Context: an optimization exercise on an open-source flow, tuned for small area and a short achievable clock period. The choices shown serve that exercise and are no tape-out recipe.
Only simulation tests tie the RTL to the original design; equivalence was not proved.
Power is estimated from default activity; no workload was simulated.

==> exp/nickel: inputs <==
==> flow/design.v <==
module mtb_neq #(
    parameter int W = 32
) (
    input  logic [W-1:0] a,
    input  logic [W-1:0] b,
    output logic         y
);
    assign y = (a != b);
endmodule
module mtb_sel #(
    parameter int W = 1
) (
    input  logic         s,
    input  logic [W-1:0] a,
    input  logic [W-1:0] b,
    output logic [W-1:0] y
);
    assign y = s ? a : b;
endmodule
module microarch_trace_buffer #(
    parameter int          NUM_STAGES  = 4,
    parameter int          DE_IDX      = 1,
    parameter int          PC_W        = 32,
    parameter int          DEPTH       = 16,
    parameter int          TS_W        = 16,
    parameter logic [31:0] FINISH_INSN = 32'h00002013,
    localparam int         AW          = $clog2(DEPTH),
    localparam int         LVL_W       = AW + 1
) (
    input  logic                       clk,
    input  logic                       rst_n,
    input  logic                       if_req_i,
    input  logic [NUM_STAGES-1:0]      ev_valid_i,
    input  logic [NUM_STAGES*PC_W-1:0] ev_pc_i,
    input  logic [31:0]                de_insn_i,
    output logic                       rec_valid_o,
    input  logic                       rec_ready_i,
    output logic [NUM_STAGES-1:0]      rec_mask_o,
    output logic [NUM_STAGES*PC_W-1:0] rec_pc_o,
    output logic [31:0]                rec_insn_o,
    output logic [TS_W-1:0]            rec_cycle_o,
    output logic                       rec_lost_o,
    output logic [15:0]                drop_cnt_o,
    output logic [LVL_W-1:0]           level_o,
    output logic                       finish_o
);
    localparam int MD   = DEPTH - 1;                
    localparam int PCS  = NUM_STAGES * PC_W;
    localparam int PC_LSB  = NUM_STAGES;
    localparam int INS_LSB = PC_LSB + PCS;
    localparam int CYC_LSB = INS_LSB + 32;
    localparam int ENT_W   = CYC_LSB + TS_W + 1;
    logic [PCS-1:0]             m_pc    [MD];
    logic [31:0]                m_insn  [MD];
    logic [NUM_STAGES-1:0]      m_mask  [MD];
    logic [TS_W-1:0]            m_cyc   [MD];
    logic                       m_lost  [MD];
    logic [ENT_W-1:0]           head_q;     
    logic                       prev_req_q;
    logic [PC_W-1:0]            prev_pc_q;
    logic [TS_W-1:0]            cycle_q;
    logic [15:0]                drop_cnt_q;
    logic                       lost_q;
    logic [LVL_W-1:0]           count_q;
    logic                       valid_q;    
    logic                       one_q;      
    logic                       in_sel_q;   
    logic [MD-1:0]              wsel_q;     
    logic [MD-1:0]              rsel_q;     
    logic                       armed_q, drain_q, finish_q;
    logic                       fetch_evt, any_evt;
    logic [NUM_STAGES-1:0]      evt_mask;
    logic [PCS-1:0]             in_pc;      
    logic [31:0]                evt_insn;
    logic pc_neq, fetch_neq, fetch_eq, v_any;
    mtb_neq #(.W(PC_W)) u_neq (.a(ev_pc_i[PC_W-1:0]), .b(prev_pc_q), .y(pc_neq));
    assign fetch_neq = if_req_i;
    assign fetch_eq  = if_req_i && !prev_req_q;
    assign fetch_evt = pc_neq ? fetch_neq : fetch_eq;
    assign v_any     = |ev_valid_i[NUM_STAGES-1:1];
    assign any_evt   = v_any || fetch_evt;
    assign evt_mask = {ev_valid_i[NUM_STAGES-1:1], fetch_evt};
    assign evt_insn = ev_valid_i[DE_IDX] ? de_insn_i : '0;
    genvar gi;
    generate
        for (gi = 0; gi < NUM_STAGES; gi++) begin : g_lane
            if (gi == 0) begin : g_fetch
                assign in_pc[gi*PC_W +: PC_W] = ev_pc_i[gi*PC_W +: PC_W];
            end else begin : g_stage
                assign in_pc[gi*PC_W +: PC_W] = ev_valid_i[gi] ? ev_pc_i[gi*PC_W +: PC_W] : '0;
            end
        end
    endgenerate
    logic             rdy, full, ge2, ge3, eq2, sat;
    logic [LVL_W-1:0] count_inc, count_dec;
    logic [15:0]      drop_inc;
    assign rdy  = rec_ready_i;
    assign full = count_q[LVL_W-1];                 
    assign ge2  = !in_sel_q;
    assign eq2  = (count_q == LVL_W'(2));
    assign ge3  = ge2 && !eq2;
    assign sat  = &drop_cnt_q;
    assign count_inc = count_q + 1'b1;
    assign count_dec = count_q - 1'b1;
    assign drop_inc  = drop_cnt_q + 16'd1;
    logic [LVL_W-1:0] count_n, count_e;
    logic             valid_n, one_n, ring_n, one_e, ring_e, up_e, drop_e, radv;
    logic [MD-1:0]    wsel_e, rsel_adv, rsel_n, rsel_e;
    logic [15:0]      drop_cnt_e;
    logic             drain_n, finish_n;
    assign count_n  = (valid_q && rdy) ? count_dec : count_q;
    assign up_e     = rdy ? !valid_q : !full;
    assign count_e  = up_e ? count_inc : count_q;
    assign valid_n  = rdy ? ge2 : valid_q;
    assign one_n    = rdy ? eq2 : one_q;
    assign one_e    = !valid_q || (rdy && one_q);
    assign ring_n   = rdy ? ge3 : ge2;
    assign ring_e   = rdy ? ge2 : valid_q;
    assign drop_e   = full && !rdy;
    assign radv     = rdy && ge2;
    assign wsel_e   = (valid_q && (rdy ? !one_q : !full)) ? {wsel_q[MD-2:0], wsel_q[MD-1]} : wsel_q;
    assign rsel_adv = radv ? {rsel_q[MD-2:0], rsel_q[MD-1]} : rsel_q;
    assign rsel_n   = ring_n ? rsel_adv : '0;
    assign rsel_e   = ring_e ? (ge2 ? rsel_adv : wsel_q) : '0;
    assign drop_cnt_e = (drop_e && !sat) ? drop_inc : drop_cnt_q;
    assign drain_n  = drain_q && valid_q;
    assign finish_n = finish_q || (drain_q && !valid_q);
    localparam int CW = LVL_W + 1 + 1 + 1 + MD + MD + 1 + 16 + 1 + 1;
    logic [CW-1:0] ctl_e, ctl_n, ctl_d;
    logic [LVL_W-1:0] count_d;
    logic             valid_d, one_d, in_sel_d, lost_d, drain_d, finish_d;
    logic [MD-1:0]    wsel_d, rsel_d;
    logic [15:0]      drop_cnt_d;
    assign ctl_e = {count_e, 1'b1,    one_e, !ring_e, wsel_e, rsel_e, drop_e, drop_cnt_e, drain_q, finish_q};
    assign ctl_n = {count_n, valid_n, one_n, !ring_n, wsel_q, rsel_n, lost_q, drop_cnt_q, drain_n, finish_n};
    logic [CW-1:0] ctl_v, ctl_a, ctl_b;
    assign ctl_v = v_any     ? ctl_e : ctl_n;
    assign ctl_a = fetch_neq ? ctl_e : ctl_v;
    assign ctl_b = fetch_eq  ? ctl_e : ctl_v;
    mtb_sel #(.W(CW)) u_ctl_sel (.s(pc_neq), .a(ctl_a), .b(ctl_b), .y(ctl_d));
    assign {count_d, valid_d, one_d, in_sel_d, wsel_d, rsel_d, lost_d, drop_cnt_d, drain_d, finish_d} = ctl_d;
    logic m_wen_ok, h_load;
    assign m_wen_ok = !full || rdy;
    assign h_load   = !valid_q || rdy;
    always_ff @(posedge clk) begin
        for (int i = 0; i < MD; i++) begin
            if (wsel_q[i] && m_wen_ok) begin
                m_pc[i]   <= in_pc;
                m_insn[i] <= evt_insn;
                m_mask[i] <= evt_mask;
                m_cyc[i]  <= cycle_q;
                m_lost[i] <= lost_q;
            end
        end
    end
    logic [PCS-1:0]        r_pc;
    logic [31:0]           r_insn;
    logic [NUM_STAGES-1:0] r_mask;
    logic [TS_W-1:0]       r_cyc;
    logic                  r_lost;
    logic [MD-1:0]         r_mask0_sel;
    always_comb begin
        r_pc   = '0;
        r_insn = '0;
        r_mask = '0;
        r_cyc  = '0;
        r_lost = 1'b0;
        for (int i = 0; i < MD; i++) begin
            r_pc   = r_pc   | (m_pc[i]   & {PCS{rsel_q[i]}});
            r_insn = r_insn | (m_insn[i] & {32{rsel_q[i]}});
            r_mask = r_mask | (m_mask[i] & {NUM_STAGES{rsel_q[i]}});
            r_cyc  = r_cyc  | (m_cyc[i]  & {TS_W{rsel_q[i]}});
            r_lost = r_lost | (m_lost[i] & rsel_q[i]);
            r_mask0_sel[i] = m_mask[i][0] && rsel_q[i];
        end
    end
    logic [ENT_W-1:0] r_ent, i_ent_a, i_ent_b, head_a, head_b, head_d;
    logic [PCS-1:0]   r_pc_g;
    assign r_pc_g  = {r_pc[PCS-1:PC_W], r_pc[PC_W-1:0] & {PC_W{|r_mask0_sel}}};
    assign r_ent   = {r_lost, r_cyc, r_insn, r_pc_g, r_mask};
    logic take_a, take_b;
    assign take_a  = in_sel_q && (v_any || fetch_neq);
    assign take_b  = in_sel_q && (v_any || fetch_eq);
    assign i_ent_a = {lost_q && take_a, cycle_q & {TS_W{take_a}},
                      evt_insn & {32{in_sel_q}},
                      in_pc[PCS-1:PC_W] & {(PCS-PC_W){in_sel_q}},
                      in_pc[PC_W-1:0] & {PC_W{in_sel_q && fetch_neq}},
                      ev_valid_i[NUM_STAGES-1:1] & {(NUM_STAGES-1){in_sel_q}},
                      in_sel_q && fetch_neq};
    assign i_ent_b = {lost_q && take_b, cycle_q & {TS_W{take_b}},
                      evt_insn & {32{in_sel_q}},
                      in_pc[PCS-1:PC_W] & {(PCS-PC_W){in_sel_q}},
                      in_pc[PC_W-1:0] & {PC_W{in_sel_q && fetch_eq}},
                      ev_valid_i[NUM_STAGES-1:1] & {(NUM_STAGES-1){in_sel_q}},
                      in_sel_q && fetch_eq};
    assign head_a  = h_load ? (r_ent | i_ent_a) : head_q;
    assign head_b  = h_load ? (r_ent | i_ent_b) : head_q;
    localparam int LATE_W = 1 + PC_W + TS_W + 1;
    logic [LATE_W-1:0] late_a, late_b, late_d;
    assign late_a = {head_a[ENT_W-1 -: TS_W+1], head_a[PC_LSB +: PC_W], head_a[0]};
    assign late_b = {head_b[ENT_W-1 -: TS_W+1], head_b[PC_LSB +: PC_W], head_b[0]};
    mtb_sel #(.W(LATE_W)) u_head_sel (.s(pc_neq), .a(late_a), .b(late_b), .y(late_d));
    assign head_d = {late_d[LATE_W-1 -: TS_W+1], head_a[INS_LSB +: 32],
                     head_a[PC_LSB+PC_W +: PCS-PC_W], late_d[1 +: PC_W],
                     head_a[1 +: NUM_STAGES-1], late_d[0]};
    always_ff @(posedge clk or negedge rst_n) begin
        if (!rst_n) begin
            head_q <= '0;
        end else begin
            head_q <= head_d;
        end
    end
    assign rec_valid_o = valid_q;
    assign rec_mask_o  = head_q[0 +: NUM_STAGES];
    assign rec_pc_o    = head_q[PC_LSB +: PCS];
    assign rec_insn_o  = head_q[INS_LSB +: 32];
    assign rec_cycle_o = head_q[CYC_LSB +: TS_W];
    assign rec_lost_o  = head_q[ENT_W-1];
    assign drop_cnt_o  = drop_cnt_q;
    assign level_o     = count_q;
    assign finish_o    = finish_q;
    always_ff @(posedge clk) begin
        prev_pc_q <= ev_pc_i[PC_W-1:0];
    end
    always_ff @(posedge clk or negedge rst_n) begin
        if (!rst_n) begin
            prev_req_q <= 1'b0;
            cycle_q    <= '0;
            drop_cnt_q <= '0;
            lost_q     <= 1'b0;
            count_q    <= '0;
            valid_q    <= 1'b0;
            one_q      <= 1'b0;
            in_sel_q   <= 1'b1;
            wsel_q     <= MD'(1);
            rsel_q     <= '0;
            armed_q    <= 1'b0;
            drain_q    <= 1'b0;
            finish_q   <= 1'b0;
        end else begin
            prev_req_q <= if_req_i;
            cycle_q    <= cycle_q + 1'b1;
            drop_cnt_q <= drop_cnt_d;
            lost_q     <= lost_d;
            count_q    <= count_d;
            valid_q    <= valid_d;
            one_q      <= one_d;
            in_sel_q   <= in_sel_d;
            wsel_q     <= wsel_d;
            rsel_q     <= rsel_d;
            finish_q   <= finish_d;
            if (armed_q && ev_valid_i[NUM_STAGES-1]) begin
                armed_q <= 1'b0;
                drain_q <= 1'b1;
            end else begin
                drain_q <= drain_d;
                if (!armed_q && !drain_q && !finish_q &&
                    ev_valid_i[DE_IDX] && (de_insn_i == FINISH_INSN)) begin
                    armed_q <= 1'b1;
                end
            end
        end
    end
endmodule
==> flow/flow/run.sh <==
#!/bin/bash
# Standard ORFS layout with a smaller port buffer cell and larger CTS sink clusters.
export BUFFER_PORTS_ARGS="-buffer_cell sky130_fd_sc_hd__buf_2"
export CTS_ARGS="-sink_clustering_enable -repair_clock_nets -dont_use_dummy_load -sink_clustering_size 24 -sink_clustering_max_diameter 100"
bash standard.sh finish > standard.log 2>&1
==> flow/standard.sh <==
#!/bin/bash
# synth_recipe.tcl (not shown) runs the flow's synth.tcl, then flattens the netlist and writes it again
# the make line also repeats each setting of config.mk as NAME=value (left out here)
make -C /OpenROAD-flow-scripts/flow DESIGN_CONFIG=/design/flow/config.mk WORK_HOME=/design/flow/orfs CLKGATE_MAP_FILE= SYNTH_SCRIPT=/design/flow/synth_recipe.tcl "${@:-finish}"
==> flow/config.mk <==
export PLATFORM = sky130hd
export DESIGN_NAME = microarch_trace_buffer
export DESIGN_NICKNAME = microarch_trace_buffer
export VERILOG_FILES = /design/flow/design.v
export SDC_FILE = /design/flow/constraint.sdc
export NUM_CORES = 4
export LEC_CHECK = 0
export CAP_MARGIN = 20
export CORE_MARGIN = 2
export CORE_UTILIZATION = 60
export SETUP_SLACK_MARGIN = 2.8
export SLEW_MARGIN = 65
export SYNTH_HIERARCHICAL = 1
export SYNTH_MINIMUM_KEEP_SIZE = 0
==> flow/constraint.sdc <==
create_clock -name core_clock -period 5.2 [get_ports {clk}]
set_input_delay 1.0400 -clock core_clock [delete_from_list [all_inputs] [get_ports {clk}]]
set_output_delay 1.0400 -clock core_clock [all_outputs]
set_load 0.01 [all_outputs]
==> exp/harbor (differences from exp/nickel) <==
==> flow/flow/run.sh (replaced) <==
#!/bin/bash
# Standard ORFS layout with a smaller port buffer cell, larger CTS sink
# clusters and power (size) recovery after global-route timing repair.
export BUFFER_PORTS_ARGS="-buffer_cell sky130_fd_sc_hd__buf_2"
export CTS_ARGS="-sink_clustering_enable -repair_clock_nets -dont_use_dummy_load -sink_clustering_size 30 -sink_clustering_max_diameter 80"
export RECOVER_POWER=100
bash standard.sh finish > standard.log 2>&1
==> results list <==
* Tot GR Track Use: 34.5%
* Power dissipated in combinational cells: 2.11 mW
* Routed met3 length: 31100 um
- Routed length per placed instance: 35.5 um
* Capture endpoint of the worst hold path: prev_pc_q[14]
- Required time of the critical path: 4.16 ns
- Compared with the post-synthesis result, the final layout area differs by 12.8%.
- The tool flagged a number of max-cap violations equal to 0.
* Leakage component of the power: 40.1 nW
* Cell family contributing the most delay on the critical path: flip-flops
- The number of global-route vias before repair was 63600.
- Result of the run: finished clean
- Tightest slew margin relative to the limit: 59.3%
- Buffers outside the clock tree occupy 7.02% of the routed design's cell area.
the above is filed under exp/nickel

==> results list <==
- Final Max Slew Viols: 288
- The fraction of final cell area spent on non-clock buffers in this run is 6.06%.
- Cell family contributing the most delay on the critical path: buffers and inverters
- Layout checks that failed: max-capacitance violations, max-slew violations
- Reported max-cap violation count: 10
- Routed met3 length: 32000 um
* Routed length per placed instance: 35.3 um
- The run finished, with violations left.
the above is filed under exp/harbor

afterwards: timing with drivers on the ports:
Ports are ideal in the flow. The routed layouts listed here were re-timed in OpenROAD.
Step 1, drivers: a clkbuf_16 drives clk and a buf_2 each remaining input, both assumed.
Step 2 also shifts input and output timing later by t, the mid clock arrival at the registers, as if the neighbouring blocks saw the same clock.
Three values: ideal, step 1, step 2; two values: the first two.
| run | t, ns | setup slack, ns | slew at the worst register clock pin (ns) |
|---|---|---|---|
| exp/nickel | 0.909 | 2.650 / 2.563 / 1.881 | 0.10 / 0.10 |
| exp/harbor | 0.901 | 1.252 / 1.316 / 0.415 | 0.11 / 0.11 |
The setup slack of exp/harbor, which loses most, moves by +0.064 ns with the drivers and by -0.837 ns with both steps.
